This is an optimization exercise on Yosys and OpenROAD, whose aim is small area, not a production implementation. Where RTL was checked, it was by simulation tests only, not by an equivalence proof against the original. No functional check of the RTL was part of run 4. Power figures rest on the tool's default switching activity, not on a simulated workload.

### design.v
module yrow_delta_integrator #(
  parameter int DATA_W     = 24,
  parameter int ENTRIES    = 5,
  parameter int ADDR_W     = 16,
  parameter int FIFO_DEPTH = 4
) (
  input  logic                     clk,
  input  logic                     rst_n,
  input  logic                     chng_valid,
  output logic                     chng_ready,
  input  logic [ADDR_W-1:0]        chng_row,
  input  logic [ADDR_W-1:0]        chng_col,
  input  logic [DATA_W-1:0]        chng_real,
  input  logic [DATA_W-1:0]        chng_img,
  input  logic                     filt_EN,
  output logic                     op_rd_req,
  output logic [ADDR_W-1:0]        op_y_row,
  input  logic [ENTRIES*2*DATA_W-1:0] ymem_data,
  input  logic                     yMemDataReady,
  output logic                     op_wr_en,
  output logic [ENTRIES*2*DATA_W-1:0] op_wr_data,
  output logic [2*DATA_W-1:0]      op_yVal1,
  output logic [2*DATA_W-1:0]      op_yVal2,
  output logic                     op_EX_EN,
  input  logic                     exModDone,
  output logic                     op_Done,
  output logic                     op_colErr
);
  localparam int ENT_W  = 2 * DATA_W;
  localparam int ROW_W  = ENTRIES * ENT_W;
  localparam int WORD_W = ADDR_W + 3 + 2 * DATA_W;
  localparam logic [2:0] S_IDLE    = 3'b000;
  localparam logic [2:0] S_FETCH   = 3'b001;
  localparam logic [2:0] S_UPDATE  = 3'b011;
  localparam logic [2:0] S_WRITE   = 3'b010;
  localparam logic [2:0] S_NOTIFY  = 3'b110;
  localparam logic [2:0] S_WAIT_EX = 3'b111;
  localparam logic [2:0] S_EX_SEEN = 3'b101;
  function automatic logic [DATA_W-1:0] sat_add(input logic [DATA_W-1:0] a,
                                                input logic [DATA_W-1:0] b);
    logic [DATA_W-1:0] sum;
    logic              ovf;
    sum = a + b;
    ovf = (a[DATA_W-1] == b[DATA_W-1]) && (sum[DATA_W-1] != a[DATA_W-1]);
    sat_add = ovf ? {a[DATA_W-1], {(DATA_W-1){~a[DATA_W-1]}}} : sum;
  endfunction
  logic [2:0] state_q, state_d;
  logic [WORD_W-1:0] fifo_q [FIFO_DEPTH];
  logic [2:0]        wr_ptr_q, rd_ptr_q;
  logic              done_q, col_err_q;
  logic [ADDR_W-1:0] row_q;
  logic [2:0]        col_q;
  logic [DATA_W-1:0] dre_q, dim_q;
  logic [ROW_W-1:0]  row_buf_q;
  logic              empty_s, full_s, push_s, pop_s, col_ok_s, idle_s;
  logic              in_err_s;
  logic [WORD_W-1:0] push_word_s, head_s;
  logic [ENT_W-1:0]  old_ent_s, new_ent_s;
  assign empty_s  = (wr_ptr_q == rd_ptr_q);
  assign full_s   = (wr_ptr_q == {~rd_ptr_q[2], rd_ptr_q[1:0]});
  assign idle_s   = (state_q == S_IDLE);
  assign push_s   = chng_valid & ~full_s;
  assign pop_s    = idle_s & filt_EN & ~empty_s;
  assign in_err_s = (chng_col >= ADDR_W'(ENTRIES));
  assign push_word_s = {chng_row, chng_col[2] | in_err_s, chng_col[1] | in_err_s,
                        chng_col[0], chng_real, chng_img};
  assign head_s   = fifo_q[rd_ptr_q[1:0]];
  assign col_ok_s = ~(head_s[2*DATA_W+2] & head_s[2*DATA_W+1]);
  always_ff @(posedge clk) begin
    for (int i = 0; i < FIFO_DEPTH; i++) begin
      if (push_s && wr_ptr_q[1:0] == 2'(i)) fifo_q[i] <= push_word_s;
    end
  end
  always_ff @(posedge clk or negedge rst_n) begin
    if (!rst_n) begin
      wr_ptr_q  <= 3'd0;
      rd_ptr_q  <= 3'd0;
      state_q   <= S_IDLE;
      done_q    <= 1'b1;
      col_err_q <= 1'b0;
    end else begin
      if (push_s) wr_ptr_q <= wr_ptr_q + 3'd1;
      if (pop_s)  rd_ptr_q <= rd_ptr_q + 3'd1;
      state_q   <= state_d;
      done_q    <= idle_s & empty_s;
      col_err_q <= col_err_q | (pop_s & ~col_ok_s);
    end
  end
  always_comb begin
    state_d = state_q;
    case (state_q)
      S_IDLE:    state_d = (pop_s && col_ok_s) ? S_FETCH : S_IDLE;
      S_FETCH:   state_d = yMemDataReady ? S_UPDATE : S_FETCH;
      S_UPDATE:  state_d = S_WRITE;
      S_WRITE:   state_d = S_NOTIFY;
      S_NOTIFY:  state_d = S_WAIT_EX;
      S_WAIT_EX: state_d = exModDone ? S_EX_SEEN : S_WAIT_EX;
      S_EX_SEEN: state_d = S_IDLE;
      default:   state_d = S_IDLE;
    endcase
  end
  always_ff @(posedge clk) begin
    if (pop_s) begin
      row_q <= head_s[2*DATA_W+3 +: ADDR_W];
      col_q <= head_s[2*DATA_W +: 3];
      dre_q <= head_s[DATA_W +: DATA_W];
      dim_q <= head_s[0 +: DATA_W];
    end
    if (state_q == S_FETCH) row_buf_q <= ymem_data;
  end
  always_comb begin
    old_ent_s = {ENT_W{1'b0}};
    for (int k = 0; k < ENTRIES; k++) begin
      old_ent_s = old_ent_s |
                  ((col_q == 3'(k)) ? row_buf_q[k*ENT_W +: ENT_W] : {ENT_W{1'b0}});
    end
    new_ent_s = {sat_add(old_ent_s[DATA_W +: DATA_W], dre_q),
                 sat_add(old_ent_s[0 +: DATA_W], dim_q)};
  end
  for (genvar k = 0; k < ENTRIES; k++) begin : g_wr
    assign op_wr_data[k*ENT_W +: ENT_W] = (col_q == 3'(k)) ? new_ent_s
                                                           : row_buf_q[k*ENT_W +: ENT_W];
  end
  assign chng_ready = ~full_s;
  assign op_rd_req  = (state_q == S_FETCH);
  assign op_wr_en   = (state_q == S_WRITE);
  assign op_EX_EN   = (state_q == S_NOTIFY);
  assign op_y_row   = row_q;
  assign op_yVal1   = old_ent_s;
  assign op_yVal2   = new_ent_s;
  assign op_Done    = done_q;
  assign op_colErr  = col_err_q;
endmodule
### run.sh
#!/bin/bash
# synth_recipe.tcl (not shown) runs the flow's synth.tcl, then flattens the netlist and writes it again
# the make line also repeats each setting of config.mk as NAME=value (left out here)
make -C /OpenROAD-flow-scripts/flow DESIGN_CONFIG=/design/flow/config.mk WORK_HOME=/design/flow/orfs CLKGATE_MAP_FILE= SYNTH_SCRIPT=/design/flow/synth_recipe.tcl finish
### config.mk
export PLATFORM = sky130hd
export DESIGN_NAME = yrow_delta_integrator
export DESIGN_NICKNAME = yrow_delta_integrator
export VERILOG_FILES = /design/flow/design.v
export SDC_FILE = /design/flow/constraint.sdc
export NUM_CORES = 4
export LEC_CHECK = 0
export ABC_AREA = 1
export CAP_MARGIN = 20
export CORE_MARGIN = 2
export CORE_UTILIZATION = 40
export SLEW_MARGIN = 20
### constraint.sdc
create_clock -name core_clock -period 7.0 [get_ports {clk}]
set_input_delay 1.4000 -clock core_clock [delete_from_list [all_inputs] [get_ports {clk}]]
set_output_delay 1.4000 -clock core_clock [all_outputs]
set_load 0.01 [all_outputs]
==> results.txt, run 1 <==
run status finished clean; clk_skew 0.0407 ns; f_max 147 MHz; Hold-fix buffers, CTS 0; top cell types by occurrence after synthesis nand2_1 (1,084), edfxtp_1 (575), inv_1 (215); power per cell area 478 nW/um2; FF-to-FF setup slack 3.63 ns; worst path arrival time 5.41 ns; # DRC 0; DP HPWL 98.0 mm; Netlist cell types 48; placement-stage worst setup slack 0.605 ns; post-route insts no fill 4,452; routed length per instance 28.5 um; Setup TNS 0 ns; crit path from col_q[1]; Worst setup EP type primary output; Final period util 97.4%; Mapped Cells 2,760; Worst-Skew Late Latency 0.64 ns; gr ovfl total 0; H-Tree Depth 3; # Max-Cap Violations 0; WHS 0.498 ns; Startpoint Class flop; fin crit period 6.81 ns; gp weighted congestion 0.999; number of enable flip-flop cells after synthesis 575; vias in the first global route 22,435; Area Growth Syn to Fin 37.5%; clk sinks 586; ranking of synthesized cells by area edfxtp_1 (62%), nand2_1 (15%), a22o_1 (3.2%), inv_1 (2.9%), ha_1 (2.4%); design area 38,500 um2; Area after DPL 36,100 um2; Slew headroom 31.4%; overall power consumption 18.4 mW; antenna violations before repair 29; Port Buf Inserts 683; CP required 5.60 ns; post-synthesis cell area 28,000 um2; clk root buf clkbuf_16; first-pass GRT wire length 172 mm; GR Util All Layers 34.0%; Fin. Hold Viols 0; Die W 269 um; Slew Viols, Final 0; post-route ant nets 0; Via density 5.45; Seq/Total Area, Yosys 62.7%; Final Setup Violations 0; Nets 3,833; Leak 15.3 nW; Hold Crit Start col_err_q; largest net degree at the start of global routing 147; # IOs 684; Avg Cell Area, Syn 10.1 um2; asr flop ratio synth 1.88%; CTS tree built; YS warnings 2; critical-path maximum fanout 27; Most used DFF post-synth edfxtp_1; worst min path class flop to flop; count leader, synth nand2_1; fin worst setup slack 0.185 ns; RSZ-0062 raised after global routing no; critical path type flop to primary output; chip height 269 um; die area 72,100 um2; layout cell share with drive strength beyond 1 7.43%; Initial Util 40.6%; cell taking the most area after synthesis edfxtp_1; initial DRC count 3,057; Placed Cells 4,307; FF+latch count, synth 586; maximum vdd drop 0.000333 V; CTS max path bufs 3; Final Util 55.8%; TritonCTS Buffers 67; vias 24,269; Worst Tran Pin Value 1.03 ns; Core Area 68,900 um2; clk slew on worst S/H paths 0.06 ns; Synth top area share 61.7%; final wirelength 127 mm; # rows 96; RR Startpoint rd_ptr_q[0]; Net Count, Synth 3,142; drt pass-1 iters 6
==> worst paths after layout <==
check,to,depth (start not counted)
max in group asynchronous,done_q,1
worst max register to register,state_q[0],9
worst min register to register,col_err_q,1
min in group asynchronous,state_q[1],1
worst max-delay path,op_wr_data[99],20
worst min-delay path,col_err_q,1
==> layout make-up <==
| cell class | count | area (um2) |
|---|---|---|
| Clock inverter | 25 | 414 |
| Sequential cell | 586 | 17500 |
| Fill cell | 6027 | 30400 |
| Antenna cell | 22 | 55.1 |
| Multi-Input combinational cell | 1829 | 9280 |
| Inverter | 225 | 855 |
| Tap cell | 931 | 1160 |
| Clock buffer | 92 | 1790 |
| Timing Repair Buffer | 742 | 7400 |
==> logic make-up after synthesis <==
kind of cell             share of synthesized area [%]
buffers and inverters                             4.86
adder cells (fa/ha/maj)                           2.56
XOR/XNOR                                         0.813
flip-flops                                        62.7
AND/OR/NAND/NOR                                   19.7
AO/OA/AOI/OAI                                     9.38
==> registers in the layout (all words and copies together) (netlist names) <==
name,cells
fifo_q,268
col_err_q,1
dre_q,24
row_q,16
rd_ptr_q,3
state_q,3
dim_q,24
done_q,1
col_q,3
row_buf_q,240
wr_ptr_q,3
==> repair_timing <==
action / CTS / global route
resized for setup: 4 / 23
endpoints found under the setup margin: 7 / 176
buffers inserted: 4 / 1
gates cloned: 0 / 1
pin swaps: 0 / 2
==> worst max-delay path, stage by stage, from the launching register on <==
cell and delay, ns:
edfxtp_1 0.53, inv_2 0.07, nand3_2 0.11, clkinv_2 0.12, buf_12 0.19, buf_4 0.18, a22o_1 0.20, a21oi_1 0.25
nand3_2 0.24, ha_2 0.46, nand2_1 0.11, nor2_1 0.20, nand2_1 0.13, nor2_1 0.11, nand2_1 0.17, nand3_2 0.17
nand3_4 0.21, nand2_1 0.26, nand2_1 0.07, o21ai_1 0.32, clkdlybuf4s50_1 0.65
==> cells in the final DEF, fill, tap and decap left out, drive strengths merged, types with 9 or more instances in the layout <==
master	n
nand2	1122
clkdlybuf4s50	681
edfxtp	575
inv	219
o21ai	131
a21oi	122
a22o	103
nor2	93
clkbuf	92
nand3	87
buf	60
ha	54
clkinv	23
diode	22
a221oi	18
xor2	17
nand4	15
o22ai	10
dfrtp	10
nor3	10
o221ai	9
xnor2	9
a31oi	9
==> routing by layer <==
metal  share of wire, %  wire length (um)  track usage [%]
met3                 10             12700             9.00
met4                3.1              3900             12.0
met5              0.073                92                0
met2                 44             55700             50.1
met1                 43             54400             48.5
==> report_power, final <==
group / total (mW) / switching (mW) / internal (mW)
combinational: 9.57 / 6.13 / 3.44
clock: 3.53 / 1.48 / 2.05
sequential: 5.32 / 0.448 / 4.87
total: 18.4 / 8.06 / 10.4
==> run 2, diff against run 1 <==
==> flow/run.sh (new file) <==
#!/bin/bash
# Standard ORFS layout (the standard.sh), with the port buffers made of
# the smallest plain buffer instead of the cell buffer_ports picks by default.
set -euo pipefail
export BUFFER_PORTS_ARGS="-buffer_cell sky130_fd_sc_hd__buf_1"
bash standard.sh > standard.log 2>&1
==> standard.sh (new file) <==
#!/bin/bash
# synth_recipe.tcl (not shown) runs the flow's synth.tcl, then flattens the netlist and writes it again
# the make line also repeats each setting of config.mk as NAME=value (left out here)
make -C /OpenROAD-flow-scripts/flow DESIGN_CONFIG=/design/flow/config.mk WORK_HOME=/design/flow/orfs CLKGATE_MAP_FILE= SYNTH_SCRIPT=/design/flow/synth_recipe.tcl "${@:-finish}"
removed: run.sh
==> run 2 against run 1 <==
Compared with the run above:
- non-clock buffer count decreased by 23
- total power decreased by 11%
- core utilization decreased by 6.8 points
- die area unchanged
- critical path type unchanged
- first-iteration DRC count decreased by 2.7%
- largest cell class unchanged
- sequential cell count unchanged
- critical endpoint is now op_wr_data[68]
- still clean
==> results.txt, run 2 <==
cell taking the most area after synthesis edfxtp_1 (unchanged); ranking of synthesized cells by area edfxtp_1 (62%), nand2_1 (15%), a22o_1 (3.2%), inv_1 (2.9%), ha_1 (2.4%) (unchanged); Core Area 68,900 um2 (unchanged); Slew Viols, Final 0 (unchanged); CP max stage delay 0.60 ns (was 0.65 ns); Nets 3,810 (was 3,833); WP buf/inv 3 (was 5); post-synthesis cell area 28,000 um2 (unchanged); clk_skew 0.0176 ns (was 0.0407 ns); run status finished clean (unchanged); Worst-Skew Late Latency 0.62 ns (was 0.64 ns); Most used DFF post-synth edfxtp_1 (unchanged); Via density 5.36 (was 5.45); # Max-Cap Violations 0 (unchanged); layout cell share with drive strength beyond 1 6.50% (was 7.43%); Synth top area share 61.7% (unchanged); critical path type flop to primary output (unchanged); # DRC 0 (unchanged); Initial Util 40.6% (unchanged); crit path from col_q[1] (unchanged); post-route insts no fill 4,432 (was 4,452); Hold-fix buffers, CTS 0 (unchanged); overall power consumption 16.5 mW (was 18.4 mW); drt pass-1 iters 6 (unchanged); largest net degree at the start of global routing 168 (was 147); Setup TNS 0 ns (unchanged); Critical Path, Cell by Cell inv_2, nand3_2, clkinv_4, a22o_1, a21oi_1, nand3_1, ha_1, nand2_1, nand2_1, nand3_1, nand2_1, a21oi_1, nand4_4, nand3_1, nand2_2, nand2_1, nand2_1, buf_1 (was inv_2, nand3_2, clkinv_2, buf_12, buf_4, a22o_1, a21oi_1, nand3_2, ha_2, nand2_1, nor2_1, nand2_1, nor2_1, nand2_1, nand3_2, nand3_4, nand2_1, nand2_1, o21ai_1, clkdlybuf4s50_1); Worst Tran Pin Value 1.10 ns (was 1.03 ns); worst r2r path cells 9 (unchanged); initial DRC count 2,975 (was 3,057); FF-to-FF setup slack 3.55 ns (was 3.63 ns); post-route ant nets 0 (unchanged); Placed Cells 4,288 (was 4,307); WP depth 18 (was 20); YS warnings 2 (unchanged); RSZ-0062 raised after global routing no (unchanged); RR Startpoint rd_ptr_q[0] (unchanged); Worst path most repeated cell nand2_1 (unchanged); Hold Crit Depth 1 (unchanged); Avg Cell Area, Syn 10.1 um2 (unchanged); GR Util All Layers 31.0% (was 34.0%); number of enable flip-flop cells after synthesis 575 (unchanged); Net Count, Synth 3,142 (unchanged); vias 23,747 (was 24,269); # IOs 684 (unchanged); Final period util 97.6% (was 97.4%); gr ovfl total 0 (unchanged); Slew headroom 26.8% (was 31.4%); Startpoint Class flop (unchanged); # rows 96 (unchanged); TritonCTS Buffers 67 (unchanged); clk slew on worst S/H paths 0.06 ns (about the same); Critical Path Sink op_wr_data[68] (was op_wr_data[99]); final wirelength 116 mm (was 127 mm); clk sinks 586 (unchanged); f_max 146 MHz (was 147 MHz); Area Growth Syn to Fin 20.8% (was 37.5%); fin worst setup slack 0.170 ns (was 0.185 ns); top cell types by occurrence after synthesis nand2_1 (1,084), edfxtp_1 (575), inv_1 (215) (unchanged); Port Buf Inserts 683 (unchanged); Mapped Cells 2,760 (unchanged); family with the most delay on the worst path simple AND/OR/NAND/NOR gates (unchanged); Final Setup Violations 0 (unchanged); slowest stage cell, crit path edfxtp_1 (was clkdlybuf4s50_1); Netlist cell types 48 (unchanged); asr flop ratio synth 1.88% (unchanged); Die W 269 um (unchanged); Leak 13.3 nW (was 15.3 nW); Fin. Hold Viols 0 (unchanged); Top Registers fifo_q (268), row_buf_q (240) (unchanged); antenna violations before repair 54 (was 29); routed length per instance 26.2 um (was 28.5 um); H-Tree Depth 3 (unchanged); DP HPWL 87.2 mm (was 98.0 mm); vias in the first global route 21,447 (was 22,435); Seq/Total Area, Yosys 62.7% (unchanged); critical-path maximum fanout 36 (was 27); capture point of the worst reg-to-reg path state_q[0] (unchanged); power per cell area 487 nW/um2 (was 478 nW/um2); largest reg by FF count fifo_q (unchanged); maximum vdd drop 0.000270 V (was 0.000333 V); first-pass GRT wire length 157 mm (was 172 mm); CP required 5.60 ns (about the same); Worst setup EP type primary output (unchanged); post-CTS setup buffers 0 (was 4); placement-stage worst setup slack 0.640 ns (was 0.605 ns); gp weighted congestion 1.00 (was 0.999); CTS max path bufs 3 (unchanged); worst min path class flop to flop (unchanged); commonest cells after routing, fill and taps aside nand2_1 (1,081), buf_1 (676), edfxtp_1 (575) (was nand2_1 (1,081), clkdlybuf4s50_1 (681), edfxtp_1 (575)); worst path arrival time 5.43 ns (was 5.41 ns); WHS 0.476 ns (was 0.498 ns); die area 72,100 um2 (unchanged); count leader, synth nand2_1 (unchanged); clk root buf clkbuf_16 (unchanged); FF+latch count, synth 586 (unchanged); Fillers 6,579 (was 6,027); commonest non-fill, non-tap cell in the layout nand2_1 (unchanged); max FFs per register 268 (unchanged); fin crit period 6.83 ns (was 6.81 ns); chip height 269 um (unchanged); CTS tree built (unchanged)
-- run 2: layer usage --
| metal | routed length (um) | up-vias | track usage [%] |
|---|---|---|---|
| li1 | - | 10792 | - |
| met1 | 48200 | 11346 | 42.8 |
| met2 | 49200 | 1298 | 44.3 |
| met3 | 13600 | 271 | 10.9 |
| met4 | 4960 | 40 | 12.6 |
| met5 | 271 | - | 0 |
-- run 2: worst min-delay path by stage --
stage | startpoint | end | slack [ns]
3_5_place_dp | col_err_q | col_err_q | 0.46
4_1_cts | col_err_q | col_err_q | 0.48
2_1_floorplan | wr_ptr_q[2] | wr_ptr_q[2] | 0.46
5_1_grt | col_err_q | col_err_q | 0.51
3_3_place_gp | col_err_q | col_err_q | 0.46
6_report | col_err_q | col_err_q | 0.48
-- run 2: where the power goes --
group	internal [mW]	switching, mW	total (mW)
registers	4.87	0.390	5.26
clock network	1.88	1.46	3.34
logic	2.04	5.84	7.87
-- run 2: timing repair --
item,4_1_cts,5_1_grt
gates cloned,0,1
setup endpoints to repair,7,218
gates resized for setup,2,5
-- run 2: logic make-up after synthesis --
| logic type | count (synthesis) | synth area share (%) |
|---|---|---|
| simple gates | 1340 | 19.7 |
| flops | 586 | 62.7 |
| compound gates | 406 | 9.38 |
| buf+inv | 346 | 4.86 |
| fa+ha+maj | 56 | 2.56 |
| xor+xnor | 26 | 0.813 |
-- run 2: final cells by class --
class	instances	area [um2]	area share, %
clock buffer	80	1760	5.20
timing repair buffer	719	2930	8.67
tap	931	1160	3.44
inverter	225	856	2.53
antenna	25	62.6	0.185
sequential	586	17500	51.9
multi-input combinational	1829	9200	27.2
clock inverter	37	305	0.903
-- run 2: per-stage QoR --
stage	area, um2	util, %
4_1_cts	33700	48.9
3_5_place_dp	31600	45.9
2_1_floorplan	28000	-
6_report	33800	49.0
5_1_grt	33800	49.0
3_3_place_gp	31600	45.9
==> run 3, diff against run 2 <==
--- a/design.v
+++ b/design.v
@@ -49,7 +49,7 @@
   logic [2:0]        wr_ptr_q, rd_ptr_q;
   logic              done_q, col_err_q;
   logic [ADDR_W-1:0] row_q;
-  logic [2:0]        col_q;
+  logic [ENTRIES-1:0] sel_q;    
   logic [DATA_W-1:0] dre_q, dim_q;
   logic [ROW_W-1:0]  row_buf_q;
   logic              empty_s, full_s, push_s, pop_s, col_ok_s, idle_s;
@@ -102,7 +102,7 @@
   always_ff @(posedge clk) begin
     if (pop_s) begin
       row_q <= head_s[2*DATA_W+3 +: ADDR_W];
-      col_q <= head_s[2*DATA_W +: 3];
+      for (int k = 0; k < ENTRIES; k++) sel_q[k] <= (head_s[2*DATA_W +: 3] == 3'(k));
       dre_q <= head_s[DATA_W +: DATA_W];
       dim_q <= head_s[0 +: DATA_W];
     end
@@ -111,15 +111,14 @@
   always_comb begin
     old_ent_s = {ENT_W{1'b0}};
     for (int k = 0; k < ENTRIES; k++) begin
-      old_ent_s = old_ent_s |
-                  ((col_q == 3'(k)) ? row_buf_q[k*ENT_W +: ENT_W] : {ENT_W{1'b0}});
+      old_ent_s = old_ent_s | ({ENT_W{sel_q[k]}} & row_buf_q[k*ENT_W +: ENT_W]);
     end
     new_ent_s = {sat_add(old_ent_s[DATA_W +: DATA_W], dre_q),
                  sat_add(old_ent_s[0 +: DATA_W], dim_q)};
   end
   for (genvar k = 0; k < ENTRIES; k++) begin : g_wr
-    assign op_wr_data[k*ENT_W +: ENT_W] = (col_q == 3'(k)) ? new_ent_s
-                                                           : row_buf_q[k*ENT_W +: ENT_W];
+    assign op_wr_data[k*ENT_W +: ENT_W] = ({ENT_W{sel_q[k]}} & new_ent_s) |
+                                          ({ENT_W{~sel_q[k]}} & row_buf_q[k*ENT_W +: ENT_W]);
   end
   assign chng_ready = ~full_s;
   assign op_rd_req  = (state_q == S_FETCH);
--- a/config.mk
+++ b/config.mk
@@ -5,8 +5,10 @@
 export SDC_FILE = /design/flow/constraint.sdc
 export NUM_CORES = 4
 export LEC_CHECK = 0
-export ABC_AREA = 1
+export ABC_AREA = 0
 export CAP_MARGIN = 20
 export CORE_MARGIN = 2
 export CORE_UTILIZATION = 40
+export CTS_CLUSTER_DIAMETER = 100
+export CTS_CLUSTER_SIZE = 30
 export SLEW_MARGIN = 20
==> run 3 against run 2 <==
Compared with the run above:
- critical path depth shrank 5
- clock power shrank 35%
- core utilization shrank 1.6 points
- area after synthesis shrank 5.9%
- wire length shrank 8.1%
- sequential cell count grew 2
- combinational power shrank 37%
- global-route usage shrank 0.85 points
- register-to-register slack gained 0.20 ns
- non-clock buffer count shrank 2
- critical endpoint is now op_wr_data[99]
- largest cell class unchanged
==> results.txt, run 3 <==
TritonCTS Buffers 31 (was 67); Area Growth Syn to Fin 18.1% (was 20.8%); Gate power share 41.0% (was 47.8%); Final Setup Violations 0 (unchanged); gr ovfl total 0 (unchanged); cell taking the most area after synthesis edfxtp_1 (unchanged); Fin. Hold Viols 0 (unchanged); WHS 0.495 ns (was 0.476 ns); initial DRC count 2,863 (was 2,975); worst path arrival time 5.36 ns (was 5.43 ns); Slew headroom 34.5% (was 26.8%); worst r2r path cells 7 (was 9); layout cell share with drive strength beyond 1 9.37% (was 6.50%); critical-path maximum fanout 52 (was 36); worst min path class flop to flop (unchanged); post-synthesis cell area 26,300 um2 (was 28,000 um2); post-route insts no fill 3,493 (was 4,432); CP max stage delay 0.61 ns (was 0.60 ns); clk_skew 0.0347 ns (was 0.0176 ns); Avg Cell Area, Syn 13.6 um2 (was 10.1 um2); commonest non-fill, non-tap cell in the layout buf_1 (was nand2_1); Leak 10.2 nW (was 13.3 nW); number of enable flip-flop cells after synthesis 577 (was 575); # IOs 684 (unchanged); ranking of synthesized cells by area edfxtp_1 (66%), mux2_2 (4.9%), a21oi_1 (4.4%), a222oi_1 (4.3%), nor2_1 (3.3%) (was edfxtp_1 (62%), nand2_1 (15%), a22o_1 (3.2%), inv_1 (2.9%), ha_1 (2.4%)); max FFs per register 268 (unchanged); FF-to-FF setup slack 3.75 ns (was 3.55 ns); Nets 2,963 (was 3,810); Net Count, Synth 2,325 (was 3,142); post-route ant nets 0 (unchanged); CP required 5.60 ns (about the same); Sw Pwr 4.99 mW (was 7.69 mW); routed length per instance 30.6 um (was 26.2 um); count leader, synth edfxtp_1 (was nand2_1); DP HPWL 81.4 mm (was 87.2 mm); gp weighted congestion 1.01 (was 1.00); vias in the first global route 19,024 (was 21,447); # Max-Cap Violations 0 (unchanged); clk slew on worst S/H paths 0.11 ns (was 0.06 ns); final wirelength 107 mm (was 116 mm); part of the power in the clock network 17.8% (was 20.3%); Startpoint Class flop (unchanged); post-cts sizing count 0 (was 2); clk sinks 588 (was 586); top cell types by occurrence after synthesis edfxtp_1 (577), a21oi_1 (234), nor2_1 (231) (was nand2_1 (1,084), edfxtp_1 (575), inv_1 (215)); Sw Share 41.2% (was 46.7%); Die W 261 um (was 269 um); run status finished clean (unchanged); Slew Viols, Final 0 (unchanged); Critical Path Sink op_wr_data[99] (was op_wr_data[68]); Fillers 6,048 (was 6,579); chip height 261 um (was 269 um); largest reg by FF count fifo_q (unchanged); clk root buf clkbuf_16 (unchanged); FF+latch count, synth 588 (was 586); first-pass GRT wire length 145 mm (was 157 mm); capture point of the worst reg-to-reg path state_q[0] (unchanged); CTS tree built (unchanged); overall power consumption 12.1 mW (was 16.5 mW); die area 67,900 um2 (was 72,100 um2); post-CTS setup buffers 0 (unchanged); Worst-Skew Late Latency 0.64 ns (was 0.62 ns); Int Power 7.13 mW (was 8.79 mW); crit path from sel_q[1] (was col_q[1]); Via density 5.89 (was 5.36); Initial Util 40.2% (was 40.6%); f_max 148 MHz (was 146 MHz); Mapped Cells 1,943 (was 2,760); Placed Cells 3,412 (was 4,288); slowest stage cell, crit path a21oi_2 (was edfxtp_1); H-Tree Depth 1 (was 3); YS warnings 2 (unchanged); # DRC 0 (unchanged); antenna violations before repair 42 (was 54); Final period util 96.6% (was 97.6%); CTS max path bufs 3 (unchanged); drt pass-1 iters 8 (was 6); GR Util All Layers 30.1% (was 31.0%); Core Area 65,500 um2 (was 68,900 um2); Port Buf Inserts 683 (unchanged); vias 20,568 (was 23,747); Worst setup EP type primary output (unchanged); critical path type flop to primary output (unchanged); Netlist cell types 83 (was 48); # rows 94 (was 96); Most used DFF post-synth edfxtp_1 (unchanged); asr flop ratio synth 1.87% (was 1.88%); Worst Tran Pin Value 0.983 ns (was 1.10 ns); power per cell area 390 nW/um2 (was 487 nW/um2); Hold-fix buffers, CTS 0 (unchanged); Critical Path, Cell by Cell buf_12, buf_4, a222oi_1, nand2_1, ha_1, nand4_1, nor4_1, nor4b_1, nand3b_1, nand4_2, a21oi_2, mux2_2, buf_1 (was inv_2, nand3_2, clkinv_4, a22o_1, a21oi_1, nand3_1, ha_1, nand2_1, nand2_1, nand3_1, nand2_1, a21oi_1, nand4_4, nand3_1, nand2_2, nand2_1, nand2_1, buf_1); RSZ-0062 raised after global routing yes (was no); Seq/Total Area, Yosys 66.8% (was 62.7%); Reg power frac 41.2% (was 31.9%); Top Registers fifo_q (268), row_buf_q (240) (unchanged); maximum vdd drop 0.000220 V (was 0.000270 V); commonest cells after routing, fill and taps aside buf_1 (683), edfxtp_1 (577), a21oi_1 (234) (was nand2_1 (1,081), buf_1 (676), edfxtp_1 (575)); Synth top area share 65.8% (was 61.7%); fin crit period 6.76 ns (was 6.83 ns); largest net degree at the start of global routing 91 (was 168); RR Startpoint rd_ptr_q[0] (unchanged)
==> run 3: final cells by class <==
| cell class | instances | area [um2] | area share [%] |
|---|---|---|---|
| flip-flops and latches | 588 | 17600 | 56.6 |
| multi-input cells | 1193 | 8180 | 26.3 |
| repair buffers | 717 | 2960 | 9.52 |
| well taps | 864 | 1080 | 3.47 |
| clock buffers | 38 | 802 | 2.58 |
| clock inverters | 19 | 226 | 0.728 |
| inverters | 50 | 190 | 0.611 |
| diodes | 24 | 60.1 | 0.193 |
==> run 3: worst min path at each step <==
stage,slack (ns),endpoint,from,depth (start not counted)
after global routing,0.51,col_err_q,col_err_q,1
after floorplan,0.46,wr_ptr_q[2],wr_ptr_q[2],1
after CTS,0.49,col_err_q,col_err_q,1
after global placement,0.46,col_err_q,col_err_q,1
after detailed placement,0.46,col_err_q,col_err_q,1
final,0.49,col_err_q,col_err_q,1
==> run 3: per-layer routing <==
metal	vias to the layer above	track usage, %	share of wire, %
met4	14	11.1	3.1
met1	10342	43.5	43
met2	1109	45.3	45
met3	160	5.62	8.7
met5	-	0	0.083
li1	8943	-	-
==> run 3: worst max-delay path: cells and delay by family, from the launching register on <==
family | cells | cell delay, ns
flops | 1 | 0.45
mux | 1 | 0.30
fa+ha+maj | 1 | 0.52
simple gates | 6 | 1.85
compound gates | 2 | 0.96
buf+inv | 3 | 0.62
==> run 3: stage by stage <==
step | TNS (ns) | util, % | setup WS, ns | area [um2]
2_1_floorplan | -18.14 | - | -0.832 | 26300
3_3_place_gp | 0 | 45.7 | 0.894 | 29900
3_5_place_dp | 0 | 45.8 | 0.767 | 30000
4_1_cts | 0 | 47.4 | 0.104 | 31000
5_1_grt | -0.173 | 47.5 | -0.0542 | 31100
6_report | 0 | 47.5 | 0.237 | 31100
==> run 3: power by group through the flow <==
| stage | clock network (mW) | registers (mW) | logic (mW) |
|---|---|---|---|
| floorplan | 0 | 5.00 | 2.91 |
| global placement | 0 | 5.05 | 4.88 |
| detailed placement | 0 | 5.06 | 4.90 |
| CTS | 2.19 | 4.98 | 4.93 |
| global route | 2.30 | 5.03 | 5.32 |
| finish | 2.16 | 5.00 | 4.97 |
==> run 3: logic make-up (layout without fill, tap and decap cells) <==
family                     after synthesis  in the layout  share of synthesized area, %
muxes                                  117            117                          5.00
xor gates and xnor gates                39             39                          1.30
adders and majority gates               56             56                          2.72
and+or+nand+nor                        419            419                          6.87
buffers and inverters                  162            824                          2.36
DFF                                    588            588                          66.8
other                                    0             24                             0
AOI/OAI and AO/OA                      562            562                          14.9
==> run 4, diff against run 3 <==
--- a/design.v
+++ b/design.v
@@ -38,11 +38,9 @@
   localparam logic [2:0] S_EX_SEEN = 3'b101;
   function automatic logic [DATA_W-1:0] sat_add(input logic [DATA_W-1:0] a,
                                                 input logic [DATA_W-1:0] b);
-    logic [DATA_W-1:0] sum;
-    logic              ovf;
-    sum = a + b;
-    ovf = (a[DATA_W-1] == b[DATA_W-1]) && (sum[DATA_W-1] != a[DATA_W-1]);
-    sat_add = ovf ? {a[DATA_W-1], {(DATA_W-1){~a[DATA_W-1]}}} : sum;
+    logic [DATA_W:0] sum;
+    sum = {a[DATA_W-1], a} + {b[DATA_W-1], b};
+    sat_add = (sum[DATA_W] ^ sum[DATA_W-1]) ? {sum[DATA_W], {(DATA_W-1){~sum[DATA_W]}}} : sum[DATA_W-1:0];
   endfunction
   logic [2:0] state_q, state_d;
   logic [WORD_W-1:0] fifo_q [FIFO_DEPTH];
==> flow/run.sh (replaced) <==
#!/bin/bash
# Standard ORFS layout (the standard.sh) with two changes:
#  - port buffers use the smallest plain buffer (buf_1) instead of the cell
#    buffer_ports picks by default;
#  - clock tree synthesis without dummy loads.
set -euo pipefail
export BUFFER_PORTS_ARGS="-buffer_cell sky130_fd_sc_hd__buf_1"
export CTS_ARGS="-sink_clustering_enable -repair_clock_nets -sink_clustering_size 30 -sink_clustering_max_diameter 100 -dont_use_dummy_load"
bash standard.sh > standard.log 2>&1
--- a/config.mk
+++ b/config.mk
@@ -8,7 +8,7 @@
 export ABC_AREA = 0
 export CAP_MARGIN = 20
 export CORE_MARGIN = 2
-export CORE_UTILIZATION = 40
+export CORE_UTILIZATION = 55
 export CTS_CLUSTER_DIAMETER = 100
 export CTS_CLUSTER_SIZE = 30
 export SLEW_MARGIN = 20
==> run 4 against run 3 <==
Compared with the run above:
- via count is 4.4% higher
- total power is 2.8% higher
- critical endpoint is now op_wr_data[142]
- sequential cell count stayed put
- clock power is 22% lower
- still clean
- critical path type unchanged
- cell area is 2.0% lower
- register-to-register slack better by 0.10 ns
- non-clock buffer count is 15 higher
- global-route usage is 7.3 points higher
- wire length is 9.4% lower
- largest cell class unchanged
- core utilization is 17 points higher
==> results.txt, run 4 <==
run status finished clean (unchanged); commonest cells after routing, fill and taps aside buf_1 (679), edfxtp_1 (577), nor2_1 (313) (was buf_1 (683), edfxtp_1 (577), a21oi_1 (234)); gr ovfl total 0 (unchanged); Avg Cell Area, Syn 12.7 um2 (was 13.6 um2); gp weighted congestion 1.07 (was 1.01); max FFs per register 268 (unchanged); Worst-Skew Late Latency 0.63 ns (was 0.64 ns); clk sinks 588 (unchanged); vias 21,464 (was 20,568); fin crit period 6.83 ns (was 6.76 ns); Hold Crit Depth 1 (unchanged); # IOs 684 (unchanged); routed length per instance 29.1 um (was 30.6 um); H-Tree Depth 1 (unchanged); multiplexer area fraction after synthesis 0.976% (was 5.00%); commonest non-fill, non-tap cell in the layout buf_1 (unchanged); Setup TNS 0 ns (unchanged); post-route ant nets 0 (unchanged); largest family of logic cells by synthesized area compound AO/OA/AOI/OAI gates (unchanged); Simple-Gate Fraction of Synth Area 7.97% (was 6.87%); YS warnings 2 (unchanged); CTS max path bufs 3 (unchanged); critical-path maximum fanout 66 (was 52); Worst setup EP type primary output (unchanged); layout cell share with drive strength beyond 1 5.94% (was 9.37%); clk slew on worst S/H paths 0.11 ns (about the same); Die W 223 um (was 261 um); FF+latch count, synth 588 (unchanged); Nets 3,067 (was 2,963); critical path type flop to primary output (unchanged); Worst path most repeated cell buf_4; overall power consumption 12.5 mW (was 12.1 mW); number of enable flip-flop cells after synthesis 577 (unchanged); chip height 223 um (was 261 um); largest net degree at the start of global routing 160 (was 91); Slew Viols, Final 0 (unchanged); Net Count, Synth 2,449 (was 2,325); Worst Tran Pin Value 1.09 ns (was 0.983 ns); power per cell area 409 nW/um2 (was 390 nW/um2); post-synthesis cell area 26,300 um2 (about the same); die area 49,500 um2 (was 67,900 um2); TritonCTS Buffers 26 (was 31); f_max 146 MHz (was 148 MHz); Final Setup Violations 0 (unchanged); clk root buf clkbuf_16 (unchanged); Critical Path, Cell by Cell buf_12, buf_4, a222oi_1, nand2_1, ha_1, and3_1, and2_1, nand4_1, and2_1, or3_1, a211oi_4, buf_4, nor2_2, buf_4, a31oi_1, buf_1 (was buf_12, buf_4, a222oi_1, nand2_1, ha_1, nand4_1, nor4_1, nor4b_1, nand3b_1, nand4_2, a21oi_2, mux2_2, buf_1); first-pass GRT wire length 133 mm (was 145 mm); drt pass-1 iters 8 (unchanged); GR Util All Layers 37.4% (was 30.1%); worst path arrival time 5.43 ns (was 5.36 ns); Core Area 47,400 um2 (was 65,500 um2); Seq/Total Area, Yosys 67.0% (was 66.8%); Initial Util 55.4% (was 40.2%); maximum vdd drop 0.000298 V (was 0.000220 V); # rows 80 (was 94); Slew headroom 27.4% (was 34.5%); # Max-Cap Violations 0 (unchanged); ranking of synthesized cells by area edfxtp_1 (66%), a21oi_1 (5.6%), nor2_1 (4.5%), a222oi_1 (4.3%), ha_1 (2.8%) (was edfxtp_1 (66%), mux2_2 (4.9%), a21oi_1 (4.4%), a222oi_1 (4.3%), nor2_1 (3.3%)); Mapped Cells 2,063 (was 1,943); antenna violations before repair 45 (was 42); Port Buf Inserts 683 (unchanged); CP max stage delay 0.47 ns (was 0.61 ns); Via density 6.45 (was 5.89); CTS tree built (unchanged); final wirelength 96.8 mm (was 107 mm); slowest stage cell, crit path ha_1 (was a21oi_2); # DRC 0 (unchanged); top cell types by occurrence after synthesis edfxtp_1 (577), nor2_1 (315), a21oi_1 (295) (was edfxtp_1 (577), a21oi_1 (234), nor2_1 (231)); clk_skew 0.0998 ns (was 0.0347 ns); Synth Area in Adders 2.92% (was 2.72%); largest reg by FF count fifo_q (unchanged); cell taking the most area after synthesis edfxtp_1 (unchanged); Startpoint Class flop (unchanged); Top Registers fifo_q (268), row_buf_q (240) (unchanged); Netlist cell types 69 (was 83); Most used DFF post-synth edfxtp_1 (unchanged); area fraction in compound gates after synthesis 16.6% (was 14.9%); Final period util 97.6% (was 96.6%); Synth top area share 66.0% (was 65.8%); vias in the first global route 19,055 (was 19,024); count leader, synth edfxtp_1 (unchanged); initial DRC count 3,590 (was 2,863); Leak 10.1 nW (was 10.2 nW); worst min path class flop to flop (unchanged); Fin. Hold Viols 0 (unchanged); asr flop ratio synth 1.87% (unchanged); worst r2r path cells 3 (was 7); DP HPWL 72.4 mm (was 81.4 mm); Area Growth Syn to Fin 16.1% (was 18.1%); CP required 5.60 ns (about the same); Post-Synth XOR/XNOR Area 1.47% (was 1.30%)
==> run 4: report_power, final <==
part / internal, mW / switching [mW]
Clock: 0.665 / 1.02
Combinational: 1.74 / 4.02
Sequential: 4.71 / 0.303
Total: 7.11 / 5.35
==> run 4: through the flow <==
step	utilization (%)	std cells	hold WS (ns)	setup slack, ns	cell area (um2)
CTS	63.7	3286	0.499	0.0192	30200
global route	64.2	3324	0.514	-0.0180	30500
global placement	62.3	3260	0.457	0.554	29500
detailed placement	62.3	3260	0.482	0.436	29500
finish	64.3	3330	0.503	0.167	30500
floorplan	-	2063	0.462	-0.832	26300
==> run 4: path summary, 6_finish.rpt <==
check	start	endpoint	slack [ns]
hold / removal	rd_ptr_q[2]	rd_ptr_q[2]	0.50
hold reg to reg	rd_ptr_q[2]	rd_ptr_q[2]	0.50
setup / recovery	sel_q[1]	op_wr_data[142]	0.17
max in group asynchronous	rst_n	state_q[1]	5.76
setup reg to reg	state_q[1]	row_buf_q[160]	3.85
min in group asynchronous	rst_n	wr_ptr_q[0]	0.76
==> run 4: critical path, delay by kind of cell, from the launching register on <==
kind | cells | cell delay [ns]
compound gates | 3 | 0.89
simple gates | 7 | 1.59
flops | 1 | 0.46
fa+ha+maj | 1 | 0.47
buf+inv | 5 | 1.40
==> run 4: logic make-up (layout without fill, tap and decap cells) <==
family,Yosys count,in the layout
AND/OR/NAND/NOR,507,507
adder cells (fa/ha/maj),60,60
other,0,36
multiplexers,23,23
XOR/XNOR,44,44
buffers and inverters,207,823
flip-flops,588,588
AO/OA/AOI/OAI,634,634
==> run 4: final cells by class <==
class,instances,area [um2]
clock buffer,26,651
inverter,64,246
tap,615,769
timing repair buffer,732,3100
antenna,36,90.1
fill,3753,17000
timing repair inverter,1,5.00
sequential,588,17600
multi-input combinational,1268,8020
==> run 4: what timing repair did <==
item                       CTS  global route
hold buffers                 0             0
resized for setup            5            21
setup endpoints to repair   18           160
gates cloned                 0             1
setup buffers                0             6
pin swaps                    0             2
==> run 4: per-layer routing <==
metal  up-vias  global-route usage, %  part of all wire (%)
met5         -                      0                  0.13
met3       198                   12.2                    14
met1     10331                   52.3                    38
met2      1689                   54.0                    45
met4        18                   16.3                   3.9
li1       9228                      -                     -
==> run 5, diff against run 4 <==
--- a/design.v
+++ b/design.v
@@ -103,6 +103,8 @@
       for (int k = 0; k < ENTRIES; k++) sel_q[k] <= (head_s[2*DATA_W +: 3] == 3'(k));
       dre_q <= head_s[DATA_W +: DATA_W];
       dim_q <= head_s[0 +: DATA_W];
+    end else if (state_q == S_UPDATE) begin
+      {dre_q, dim_q} <= new_ent_s;
     end
     if (state_q == S_FETCH) row_buf_q <= ymem_data;
   end
@@ -115,7 +117,7 @@
                  sat_add(old_ent_s[0 +: DATA_W], dim_q)};
   end
   for (genvar k = 0; k < ENTRIES; k++) begin : g_wr
-    assign op_wr_data[k*ENT_W +: ENT_W] = ({ENT_W{sel_q[k]}} & new_ent_s) |
+    assign op_wr_data[k*ENT_W +: ENT_W] = ({ENT_W{sel_q[k]}} & {dre_q, dim_q}) |
                                           ({ENT_W{~sel_q[k]}} & row_buf_q[k*ENT_W +: ENT_W]);
   end
   assign chng_ready = ~full_s;
@@ -124,7 +126,7 @@
   assign op_EX_EN   = (state_q == S_NOTIFY);
   assign op_y_row   = row_q;
   assign op_yVal1   = old_ent_s;
-  assign op_yVal2   = new_ent_s;
+  assign op_yVal2   = {dre_q, dim_q};
   assign op_Done    = done_q;
   assign op_colErr  = col_err_q;
 endmodule
==> flow/run.sh (replaced) <==
#!/bin/bash
# Standard ORFS layout (the standard.sh) with these changes:
#  - before floorplanning, the combinational logic of the synthesized netlist
#    is re-mapped for area with OpenROAD's restructure (ABC), onto the
#    platform library less its don't-use cells; registers are untouched;
#  - port buffers use the smallest plain buffer (buf_1) instead of the cell
#    buffer_ports picks by default;
#  - clock tree synthesis without dummy loads.
# Every tool's output goes to a log in this folder (standard.log, ORFS logs
# under orfs/logs).
set -euo pipefail
here=$(pwd)
python3 flow/filter_lib.py "$FLOW_HOME/platforms/sky130hd/lib/sky130_fd_sc_hd__tt_025C_1v80.lib" \
  "$here/rs_lib.lib" > filter_lib.log 2>&1
mkdir -p "$here/rs_work"
export RS_LIB="$here/rs_lib.lib"
export RS_WORK="$here/rs_work"
export PRE_FLOORPLAN_TCL="$here/flow/restructure.tcl"
export BUFFER_PORTS_ARGS="-buffer_cell sky130_fd_sc_hd__buf_1"
export CTS_ARGS="-sink_clustering_enable -repair_clock_nets -sink_clustering_size 25 -sink_clustering_max_diameter 100 -dont_use_dummy_load"
bash standard.sh > standard.log 2>&1
==> flow/filter_lib.py (new file) <==
# Copy a liberty file without the cells the platform marks don't-use
# (probe and lpflow cells), for the area restructuring step to map onto.
import re, sys
src, dst = sys.argv[1], sys.argv[2]
drop = re.compile(r'^\s*cell\s*\(\s*"?sky130_fd_sc_hd__(probe|lpflow_)')
out, skip, depth = [], False, 0
for line in open(src):
    if not skip and drop.match(line):
        skip, depth = True, 0
    if skip:
        depth += line.count('{') - line.count('}')
        if depth <= 0 and '}' in line:
            skip = False
        continue
    out.append(line)
open(dst, 'w').writelines(out)
==> flow/restructure.tcl (new file) <==
# PRE_FLOORPLAN hook: re-map the combinational logic of the synthesized
# netlist for area (registers are left as synthesis made them).
report_design_area
restructure -target area -liberty_file $::env(RS_LIB) \
  -tielo_port sky130_fd_sc_hd__conb_1/LO -tiehi_port sky130_fd_sc_hd__conb_1/HI \
  -work_dir $::env(RS_WORK) -abc_logfile $::env(RS_WORK)/abc.log
report_design_area
--- a/config.mk
+++ b/config.mk
@@ -10,5 +10,5 @@
 export CORE_MARGIN = 2
 export CORE_UTILIZATION = 55
 export CTS_CLUSTER_DIAMETER = 100
-export CTS_CLUSTER_SIZE = 30
+export CTS_CLUSTER_SIZE = 25
 export SLEW_MARGIN = 20
==> run 5 against run 4 <==
Compared with the run above:
- the run now fails in 2_1_floorplan
- area after synthesis is 6.4% lower
- synthesized cell count is 19% lower
==> results.txt, run 5 <==
run status did not finish (was finished clean); Failed at 2_1_floorplan; error msg [ERROR EST-0104] inconsistent parasitics state; Initial Util 55.6% (was 55.4%); post-synthesis cell area 24,600 um2 (was 26,300 um2); YS warnings 2 (unchanged); # rows 77 (was 80); Avg Cell Area, Syn 14.8 um2 (was 12.7 um2); Mapped Cells 1,662 (was 2,063); Die W 215 um (was 223 um); chip height 215 um (was 223 um)
==> run 6, diff against run 5 <==
==> flow/run.sh (replaced) <==
#!/bin/bash
# Standard ORFS layout (the standard.sh) with these changes:
#  - at the end of floorplanning, the combinational logic of the synthesized netlist
#    is re-mapped for area with OpenROAD's restructure (ABC), onto the
#    platform library less its don't-use cells; registers are untouched;
#  - port buffers use the smallest plain buffer (buf_1) instead of the cell
#    buffer_ports picks by default;
#  - clock tree synthesis without dummy loads;
#  - after global routing, cells off the critical paths are sized down
#    (repair_timing -recover_power 100).
# Every tool's output goes to a log in this folder (standard.log, ORFS logs
# under orfs/logs).
set -euo pipefail
here=$(pwd)
python3 flow/filter_lib.py "$FLOW_HOME/platforms/sky130hd/lib/sky130_fd_sc_hd__tt_025C_1v80.lib" \
  "$here/rs_lib.lib" > filter_lib.log 2>&1
mkdir -p "$here/rs_work"
export RS_LIB="$here/rs_lib.lib"
export RS_WORK="$here/rs_work"
export POST_FLOORPLAN_TCL="$here/flow/restructure.tcl"
export BUFFER_PORTS_ARGS="-buffer_cell sky130_fd_sc_hd__buf_1"
export CTS_ARGS="-sink_clustering_enable -repair_clock_nets -sink_clustering_size 25 -sink_clustering_max_diameter 100 -dont_use_dummy_load"
export RECOVER_POWER=100
bash standard.sh > standard.log 2>&1
--- a/flow/restructure.tcl
+++ b/flow/restructure.tcl
@@ -1,4 +1,4 @@
-# PRE_FLOORPLAN hook: re-map the combinational logic of the synthesized
+# POST_FLOORPLAN hook: re-map the combinational logic of the synthesized
 # netlist for area (registers are left as synthesis made them).
 report_design_area
 restructure -target area -liberty_file $::env(RS_LIB) \
==> run 6 against run 5 <==
Compared with the run above:
- the layout now fails its checks (capacitance limit, slew limit)
- area after synthesis increased by 8.0%
- synthesized cell count increased by 7.8%
==> results.txt, run 6 <==
largest reg by FF count fifo_q; commonest non-fill, non-tap cell in the layout buf_1; Initial Util 55.6% (about the same); H-Tree Depth 1; Netlist cell types 69; Slew Viols, Final 674; fin crit period 6.33 ns; clk slew on worst S/H paths 0.10 ns; final wirelength 82.3 mm; count leader, synth edfxtp_1; initial DRC count 2,174; FF+latch count, synth 588; Most used DFF post-synth edfxtp_1; Setup TNS 0 ns; # Max-Cap Violations 15; CP required 7.35 ns; Area after DPL 28,300 um2; Leak 8.97 nW; Startpoint Class flop; clk root buf clkbuf_16; clk_skew 0.0652 ns; vias 19,465; gr ovfl total 0; Mapped Cells 1,792 (was 1,662); worst path arrival time 6.68 ns; largest net degree at the start of global routing 82; # IOs 684; commonest cells after routing, fill and taps aside buf_1 (679), edfxtp_1 (577), o22a_1 (277); routed length per instance 27.1 um; Top Registers fifo_q (268), row_buf_q (240); cell taking the most area after synthesis edfxtp_1; Worst-Skew Late Latency 0.63 ns; Core Area 47,700 um2; WHS 0.493 ns; design area 28,900 um2; critical path type flop to flop; Fin. Hold Viols 0; Nets 2,741; Seq/Total Area, Yosys 66.3%; Via density 6.41; Synth top area share 65.2%; Fillers 3,981; vias in the first global route 18,413; maximum vdd drop 0.000317 V; die area 50,100 um2; critical-path maximum fanout 9; family with the most delay on the worst path simple AND/OR/NAND/NOR gates; WP buf/inv 4; drt pass-1 iters 8; post-synthesis cell area 26,600 um2 (was 24,600 um2); run status complete, but fails checks (was did not finish); YS warnings 2 (unchanged); Worst Tran Pin Value 4.16 ns; Avg Cell Area, Syn 14.8 um2 (about the same); Final period util 90.4%; Worst path most repeated cell nor2_1; power per cell area 440 nW/um2; Final Setup Violations 0; layout cell share with drive strength beyond 1 2.69%; Area Growth Syn to Fin 8.93%; f_max 158 MHz; TritonCTS Buffers 28; CTS max path bufs 3; clk sinks 588; Final Util 60.6%; worst min path class flop to flop; DP HPWL 56.9 mm; slowest stage cell, crit path edfxtp_1; top cell types by occurrence after synthesis edfxtp_1 (577), mux2_2 (242), nand2_1 (175); Net Count, Synth 2,176; # rows 80 (was 77); Port Buf Inserts 683; CTS tree built; CP max stage delay 0.58 ns; first-pass GRT wire length 118 mm; max FFs per register 268; register area 17,600 um2; Slew headroom -177%; asr flop ratio synth 1.87%; Worst setup EP type flop; Blocking Checks capacitance limit, slew limit; Die W 224 um (was 215 um); # DRC 0; gp weighted congestion 0.901; ranking of synthesized cells by area edfxtp_1 (65%), mux2_2 (10%), a222oi_1 (4.3%), ha_1 (2.6%), nand2_1 (2.5%); Multi-input gate area 6870 um2; RSZ-0062 raised after global routing no; number of enable flip-flop cells after synthesis 577; GR Util All Layers 31.4%; antenna violations before repair 11; chip height 224 um (was 215 um); post-route ant nets 0
run 6: routing by layer:
metal | wire [um] | vias to the layer above | GRT usage (%) | part of all wire (%)
li1 | - | 8563 | - | -
met1 | 33200 | 9860 | 42.5 | 40
met2 | 40700 | 898 | 52.7 | 49
met3 | 6500 | 134 | 6.03 | 7.9
met4 | 1870 | 10 | 7.85 | 2.3
met5 | 63 | - | 0 | 0.077
run 6: final timing paths:
| check | startpoint | to | slack, ns | depth (start not counted) |
|---|---|---|---|---|
| worst max-delay path | sel_q[4] | dre_q[17] | 0.67 | 29 |
| max in group asynchronous | rst_n | wr_ptr_q[0] | 5.82 | 1 |
| worst min register to register | col_err_q | col_err_q | 0.49 | 1 |
| min in group asynchronous | rst_n | rd_ptr_q[0] | 0.76 | 1 |
| worst max register to register | sel_q[4] | dre_q[17] | 0.67 | 29 |
| worst min-delay path | col_err_q | col_err_q | 0.49 | 1 |
run 6: timing repair:
action / 4_1_cts / 5_1_grt
resized for setup: 0 / 2
hold buffers: 0 / 0
endpoints found under the setup margin: 0 / 18
buffers inserted: 0 / 2
endpoints found under the hold margin: 0 / 0
run 6: layout make-up:
type,instances,area share (%)
Antenna cell,10,0.0865
Clock buffer,28,2.42
Inverter,45,0.601
Multi-Input combinational cell,1031,23.7
Sequential cell,588,60.9
Tap cell,615,2.66
Timing Repair Buffer,721,9.63
run 6: metrics by stage:
| stage | std cells | setup slack, ns | power, mW |
|---|---|---|---|
| after floorplan | 1792 | 1.48 | 9.58 |
| after global placement | 2998 | 0.582 | 10.9 |
| after detailed placement | 2998 | 0.363 | 10.9 |
| after CTS | 3026 | 0.278 | 12.7 |
| after global routing | 3034 | 0.0800 | 13.4 |
| final | 3038 | 0.671 | 12.7 |
run 6: cell families after synthesis:
family / after synthesis / share of synthesized area, %
buffers and inverters: 128 / 1.93
xor gates and xnor gates: 46 / 1.52
AOI/OAI and AO/OA: 418 / 12.1
and+or+nand+nor: 308 / 4.97
adders and majority gates: 58 / 2.79
DFF: 588 / 66.3
muxes: 246 / 10.4
run 6: power breakdown:
part / internal (mW) / switching (mW) / total, mW / leakage [nW]
clock: 0.713 / 1.04 / 1.76 / 0.345
combinational: 1.79 / 3.48 / 5.27 / 3.23
sequential: 5.01 / 0.690 / 5.70 / 5.40
==> run 7, diff against run 6 <==
--- a/flow/run.sh
+++ b/flow/run.sh
@@ -5,9 +5,7 @@
 #    platform library less its don't-use cells; registers are untouched;
 #  - port buffers use the smallest plain buffer (buf_1) instead of the cell
 #    buffer_ports picks by default;
-#  - clock tree synthesis without dummy loads;
-#  - after global routing, cells off the critical paths are sized down
-#    (repair_timing -recover_power 100).
+#  - clock tree synthesis without dummy loads.
 # Every tool's output goes to a log in this folder (standard.log, ORFS logs
 # under orfs/logs).
 set -euo pipefail
@@ -20,5 +18,4 @@
 export POST_FLOORPLAN_TCL="$here/flow/restructure.tcl"
 export BUFFER_PORTS_ARGS="-buffer_cell sky130_fd_sc_hd__buf_1"
 export CTS_ARGS="-sink_clustering_enable -repair_clock_nets -sink_clustering_size 25 -sink_clustering_max_diameter 100 -dont_use_dummy_load"
-export RECOVER_POWER=100
 bash standard.sh > standard.log 2>&1
--- a/config.mk
+++ b/config.mk
@@ -6,9 +6,9 @@
 export NUM_CORES = 4
 export LEC_CHECK = 0
 export ABC_AREA = 0
-export CAP_MARGIN = 20
+export CAP_MARGIN = 0
 export CORE_MARGIN = 2
 export CORE_UTILIZATION = 55
 export CTS_CLUSTER_DIAMETER = 100
 export CTS_CLUSTER_SIZE = 25
-export SLEW_MARGIN = 20
+export SLEW_MARGIN = 0
==> run 7 against run 6 <==
Compared with the run above:
- the run now finishes clean
- largest cell class unchanged
- synthesized cell count stayed put
- highest routed layer unchanged
- sequential power is 0.9% lower
- hold slack worse by 0.0042 ns
- cell area is 0.34% higher
- die area stayed put
- maximum frequency is 0.13% lower
==> results.txt, run 7 <==
run status finished clean (was complete, but fails checks); worst min path class flop to flop (unchanged); critical path type flop to flop (unchanged); top cell types by occurrence after synthesis edfxtp_1 (577), mux2_2 (242), nand2_1 (175) (unchanged); Core Area 47,700 um2 (unchanged); Leak 9.02 nW (was 8.97 nW); Placed Cells 2,998 (unchanged); CP required 7.33 ns (was 7.35 ns); final wirelength 82.2 mm (was 82.3 mm); YS warnings 2 (unchanged); Nets 2,741 (unchanged); H-Tree Depth 1 (unchanged); Most used DFF post-synth edfxtp_1 (unchanged); Fin. Hold Viols 0 (unchanged); clk_skew 0.0621 ns (was 0.0652 ns); ranking of synthesized cells by area edfxtp_1 (65%), mux2_2 (10%), a222oi_1 (4.3%), ha_1 (2.6%), nand2_1 (2.5%) (unchanged); Sw Share 41.1% (was 41.0%); maximum vdd drop 0.000320 V (was 0.000317 V); clk slew on worst S/H paths 0.09 ns (was 0.10 ns); Seq/Total Area, Yosys 66.3% (unchanged); clk sinks 588 (unchanged); Avg Cell Area, Syn 14.8 um2 (unchanged); power per cell area 438 nW/um2 (was 440 nW/um2); Slew Viols, Final 0 (was 674); Via density 6.41 (about the same); clk root buf clkbuf_16 (unchanged); Worst-Skew Late Latency 0.63 ns (about the same); commonest non-fill, non-tap cell in the layout buf_1 (unchanged); Reg power frac 44.5% (was 44.8%); die area 50,100 um2 (unchanged); gp weighted congestion 0.901 (unchanged); Area Growth Syn to Fin 9.31% (was 8.93%); critical-path maximum fanout 11 (was 9); Hold Crit Depth 1 (unchanged); routed length per instance 27.0 um (was 27.1 um); Final Setup Violations 0 (unchanged); largest reg by FF count fifo_q (unchanged); CTS max path bufs 3 (unchanged); Worst path most repeated cell nor2_1 (unchanged); Startpoint Class flop (unchanged); Final period util 90.5% (was 90.4%); f_max 158 MHz (about the same); worst path arrival time 6.67 ns (was 6.68 ns); GR Util All Layers 31.4% (unchanged); Initial Util 55.6% (unchanged); capture point of the worst reg-to-reg path dre_q[7] (was dre_q[17]); Sw Pwr 5.22 mW (was 5.21 mW); number of enable flip-flop cells after synthesis 577 (unchanged); Setup TNS 0 ns (unchanged); Hold Crit Start col_err_q (unchanged); largest net degree at the start of global routing 82 (unchanged); # DRC 0 (unchanged); DP HPWL 56.9 mm (unchanged); # Max-Cap Violations 0 (was 15); # IOs 684 (unchanged); Slew headroom 17.6% (was -177%); TritonCTS Buffers 28 (unchanged); cell taking the most area after synthesis edfxtp_1 (unchanged); Net Count, Synth 2,176 (unchanged); # rows 80 (unchanged); Worst setup EP type flop (unchanged); part of the power in the clock network 13.9% (was 13.8%); Mapped Cells 1,792 (unchanged); CTS tree built (unchanged); RR Startpoint sel_q[4] (unchanged); layout cell share with drive strength beyond 1 3.65% (was 2.69%); post-synthesis cell area 26,600 um2 (unchanged); worst r2r path cells 29 (unchanged); initial DRC count 2,230 (was 2,174); WHS Endpoint col_err_q (unchanged); Worst Tran Pin Value 1.24 ns (was 4.16 ns); FF-to-FF setup slack 0.66 ns (was 0.67 ns); Netlist cell types 69 (unchanged); fin crit period 6.34 ns (was 6.33 ns); CP max stage delay 0.57 ns (was 0.58 ns); antenna violations before repair 11 (unchanged); count leader, synth edfxtp_1 (unchanged); vias in the first global route 18,413 (unchanged); post-route insts no fill 3,038 (unchanged); Int Power 7.48 mW (was 7.51 mW); Top Registers fifo_q (268), row_buf_q (240) (unchanged); vias 19,476 (was 19,465); drt pass-1 iters 8 (unchanged); Gate power share 41.6% (was 41.4%); gr ovfl total 0 (unchanged); first-pass GRT wire length 118 mm (unchanged); commonest cells after routing, fill and taps aside buf_1 (683), edfxtp_1 (577), o22a_1 (277) (was buf_1 (679), edfxtp_1 (577), o22a_1 (277)); post-route ant nets 0 (unchanged); RSZ-0062 raised after global routing no (unchanged); slowest stage cell, crit path edfxtp_1 (unchanged); asr flop ratio synth 1.87% (unchanged); FF+latch count, synth 588 (unchanged); Die W 224 um (unchanged); Port Buf Inserts 683 (unchanged); max FFs per register 268 (unchanged); Synth top area share 65.2% (unchanged); chip height 224 um (unchanged); Fillers 3,966 (was 3,981)
==> run 7: changes by cell type in the layout (fill, tap and decap cells not counted), sizes merged <==
cell      before  now
inv            6    7
buf          698  721
clkbuf        51   28
clkinvlp       2    1
==> run 7: cells by family (layout without fill, tap and decap cells) <==
logic type,Yosys count,count (layout),share of synthesized area (%)
other,0,10,0
adders and majority gates,58,0,2.79
muxes,246,0,10.4
xor gates and xnor gates,46,9,1.52
buffers and inverters,128,794,1.93
DFF,588,588,66.3
and+or+nand+nor,308,313,4.97
AOI/OAI and AO/OA,418,709,12.1
==> run 7: routing by layer <==
metal  wire length [um]  share of wire (%)  vias up  track usage [%]
met3               6520                7.9      131             6.03
li1                   -                  -     8565                -
met4               2070                2.5       10             7.85
met5                 60              0.073        -                0
met2              40300                 49      918             52.7
met1              33200                 40     9852             42.5
==> run 7: final cells by class <==
| type | instances | area (um2) | area share, % |
|---|---|---|---|
| diodes | 10 | 25.0 | 0.0862 |
| clock buffers | 28 | 701 | 2.41 |
| inverters | 45 | 173 | 0.595 |
| multi-input cells | 1031 | 6900 | 23.8 |
| flip-flops and latches | 588 | 17600 | 60.7 |
| well taps | 615 | 769 | 2.65 |
| repair buffers | 721 | 2850 | 9.82 |
==> run 7: power groups by stage <==
stage	clock, mW	sequential (mW)	combinational [mW]
6_report	1.76	5.65	5.29
4_1_cts	1.79	5.63	5.25
3_3_place_gp	0	5.68	5.18
3_5_place_dp	0	5.70	5.22
2_1_floorplan	0	5.44	4.14
5_1_grt	1.89	5.73	5.74
==> run 7: timing repair <==
action                                  4_1_cts  5_1_grt
hold buffers                                  0        0
endpoints found under the setup margin        0       18
resized for setup                             0        2
buffers inserted                              0        2
==> run 7: critical path: cells and delay by family, from the launching register on <==
family	cells	cell delay [ns]
and+or+nand+nor	15	2.47
AOI/OAI and AO/OA	10	2.27
buffers and inverters	4	0.72
DFF	1	0.57
==> run 7: per-stage QoR <==
| step | power (mW) | area, um2 | hold WS [ns] | util [%] | setup WS [ns] |
|---|---|---|---|---|---|
| global placement | 10.9 | 28300 | 0.463 | 59.2 | 0.582 |
| global route | 13.4 | 29000 | 0.540 | 60.8 | 0.101 |
| detailed placement | 10.9 | 28300 | 0.467 | 59.2 | 0.363 |
| floorplan | 9.58 | 26600 | 0.462 | - | 1.48 |
| finish | 12.7 | 29000 | 0.489 | 60.8 | 0.662 |
| CTS | 12.7 | 29000 | 0.490 | 60.7 | 0.278 |
==> run 7: worst max path at each step <==
stage	depth (start not counted)	to	startpoint	slack, ns
after floorplan	2	op_rd_req	state_q[2]	1.48
after global placement	28	dre_q[3]	sel_q[4]	0.58
after detailed placement	28	dre_q[3]	sel_q[4]	0.36
after CTS	28	dre_q[7]	sel_q[4]	0.28
after global routing	29	dre_q[12]	sel_q[4]	0.10
final	29	dre_q[7]	sel_q[4]	0.66
==> run 8, diff against run 7 <==
--- a/config.mk
+++ b/config.mk
@@ -6,9 +6,9 @@
 export NUM_CORES = 4
 export LEC_CHECK = 0
 export ABC_AREA = 0
-export CAP_MARGIN = 0
+export CAP_MARGIN = 20
 export CORE_MARGIN = 2
 export CORE_UTILIZATION = 55
 export CTS_CLUSTER_DIAMETER = 100
 export CTS_CLUSTER_SIZE = 25
-export SLEW_MARGIN = 0
+export SLEW_MARGIN = 20
==> run 8 against run 7 <==
Compared with the run above:
- still clean
- wire length about the same
- register-to-register slack about the same
- area after synthesis unchanged
- total power is essentially flat
- die area unchanged
- first-iteration DRC count stayed put
- cell area hardly changed
- clock power is essentially flat
- combinational power is essentially flat
- hold slack about the same
- synthesized cell count unchanged
- global-route usage unchanged
- critical endpoint unchanged
- largest cell class unchanged
- largest power group unchanged
- highest routed layer unchanged
==> results.txt, run 8 <==
run status finished clean (unchanged); FF+latch count, synth 588 (unchanged); routed length per instance 27.1 um (was 27.0 um); largest net degree at the start of global routing 82 (unchanged); count leader, synth edfxtp_1 (unchanged); Setup TNS 0 ns (unchanged); vias in the first global route 18,413 (unchanged); Initial Util 55.6% (unchanged); design area 29,000 um2 (about the same); CP max stage delay 0.57 ns (about the same); asr flop ratio synth 1.87% (unchanged); Worst path most repeated cell nor2_1 (unchanged); critical path type flop to flop (unchanged); area fraction in compound gates after synthesis 12.1% (unchanged); # Max-Cap Violations 0 (unchanged); layout cell share with drive strength beyond 1 3.65% (unchanged); first-pass GRT wire length 118 mm (unchanged); top cell types by occurrence after synthesis edfxtp_1 (577), mux2_2 (242), nand2_1 (175) (unchanged); Die W 224 um (unchanged); CP required 7.33 ns (about the same); number of enable flip-flop cells after synthesis 577 (unchanged); commonest cells after routing, fill and taps aside buf_1 (683), edfxtp_1 (577), o22a_1 (277) (unchanged); clk slew on worst S/H paths 0.09 ns (about the same); GR Util All Layers 31.4% (unchanged); Mapped Cells 1,792 (unchanged); Area Growth Syn to Fin 9.30% (was 9.31%); # DRC 0 (unchanged); Via density 6.41 (about the same); Net Count, Synth 2,176 (unchanged); Slew headroom 25.6% (was 17.6%); Most used DFF post-synth edfxtp_1 (unchanged); Slew Viols, Final 0 (unchanged); maximum vdd drop 0.000320 V (about the same); vias 19,467 (was 19,476); Final period util 90.6% (was 90.5%); Fin. Hold Viols 0 (unchanged); max FFs per register 268 (unchanged); gp weighted congestion 0.901 (unchanged); antenna violations before repair 11 (unchanged); Post-Synth XOR/XNOR Area 1.52% (unchanged); Avg Cell Area, Syn 14.8 um2 (unchanged); final wirelength 82.2 mm (about the same); Fillers 3,967 (was 3,966); Top Registers fifo_q (268), row_buf_q (240) (unchanged); gr ovfl total 0 (unchanged); worst min path class flop to flop (unchanged); Leak 9.02 nW (about the same); clk sinks 588 (unchanged); f_max 158 MHz (about the same)
[run 8: changes by cell type in the layout (fill, tap and decap cells not counted)]
cell,before,now
clkinv_2,0,1
diode_2,10,9
inv_2,7,6
[run 8: per-layer routing]
metal	global-route usage (%)	share of wire (%)	vias to the layer above	wire length, um
met3	6.03	8.0	139	6550
met5	0	0.073	-	60
met1	42.5	40	9831	33100
li1	-	-	8568	-
met4	7.85	2.5	10	2060
met2	52.7	49	919	40400
[run 8: cell families after synthesis]
kind of cell,count (synthesis)
xor gates and xnor gates,46
and+or+nand+nor,308
muxes,246
buffers and inverters,128
DFF,588
adders and majority gates,58
AOI/OAI and AO/OA,418
[run 8: through the flow]
step	std cells	total power [mW]	util, %	setup WS (ns)	hold WS (ns)
after global routing	3034	13.4	60.8	0.101	0.540
after CTS	3026	12.7	60.7	0.278	0.490
after floorplan	1792	9.58	-	1.48	0.462
after global placement	2998	10.9	59.2	0.582	0.463
after detailed placement	2998	10.9	59.2	0.363	0.467
final	3037	12.7	60.8	0.658	0.489
[run 8: path summary, 6_finish.rpt]
path | from | endpoint | slack, ns | cells past startpoint
max in group asynchronous | rst_n | rd_ptr_q[1] | 5.77 | 1
worst min register to register | col_err_q | col_err_q | 0.49 | 1
worst min-delay path | col_err_q | col_err_q | 0.49 | 1
worst max register to register | sel_q[4] | dre_q[7] | 0.66 | 29
worst max-delay path | sel_q[4] | dre_q[7] | 0.66 | 29
min in group asynchronous | rst_n | rd_ptr_q[0] | 0.77 | 1
[run 8: final cells by class]
| cell class | count | area, um2 | area share [%] |
|---|---|---|---|
| antenna | 9 | 22.5 | 0.0776 |
| sequential | 588 | 17600 | 60.7 |
| multi-input combinational | 1031 | 6900 | 23.8 |
| tap | 615 | 769 | 2.65 |
| inverter | 45 | 174 | 0.599 |
| timing repair buffer | 721 | 2850 | 9.82 |
| clock buffer | 28 | 701 | 2.41 |
[run 8: timing repair]
item,4_1_cts,5_1_grt
resized for setup,0,2
buffers inserted,0,2
setup endpoints to repair,0,18
[run 8: critical path: cells and delay by family, from the launching register on]
kind / cells / cell delay (ns)
AO/OA/AOI/OAI: 10 / 2.28
buffers and inverters: 4 / 0.72
flip-flops: 1 / 0.57
AND/OR/NAND/NOR: 15 / 2.47
[run 8: where the power goes]
part           switching (mW)  leakage, nW  internal [mW]
Clock                    1.05        0.345          0.714
Combinational            3.48         3.28           1.81
Sequential              0.691         5.40           4.96
Total                    5.22         9.02           7.48

Check on run 8: ideal ports give 0.658 ns setup slack; a clkbuf_16 on the clock port and buf_2 on the inputs give 0.658 ns; moving port delays by the midpoint clock arrival (0.657 ns) as well gives 0.658 ns.
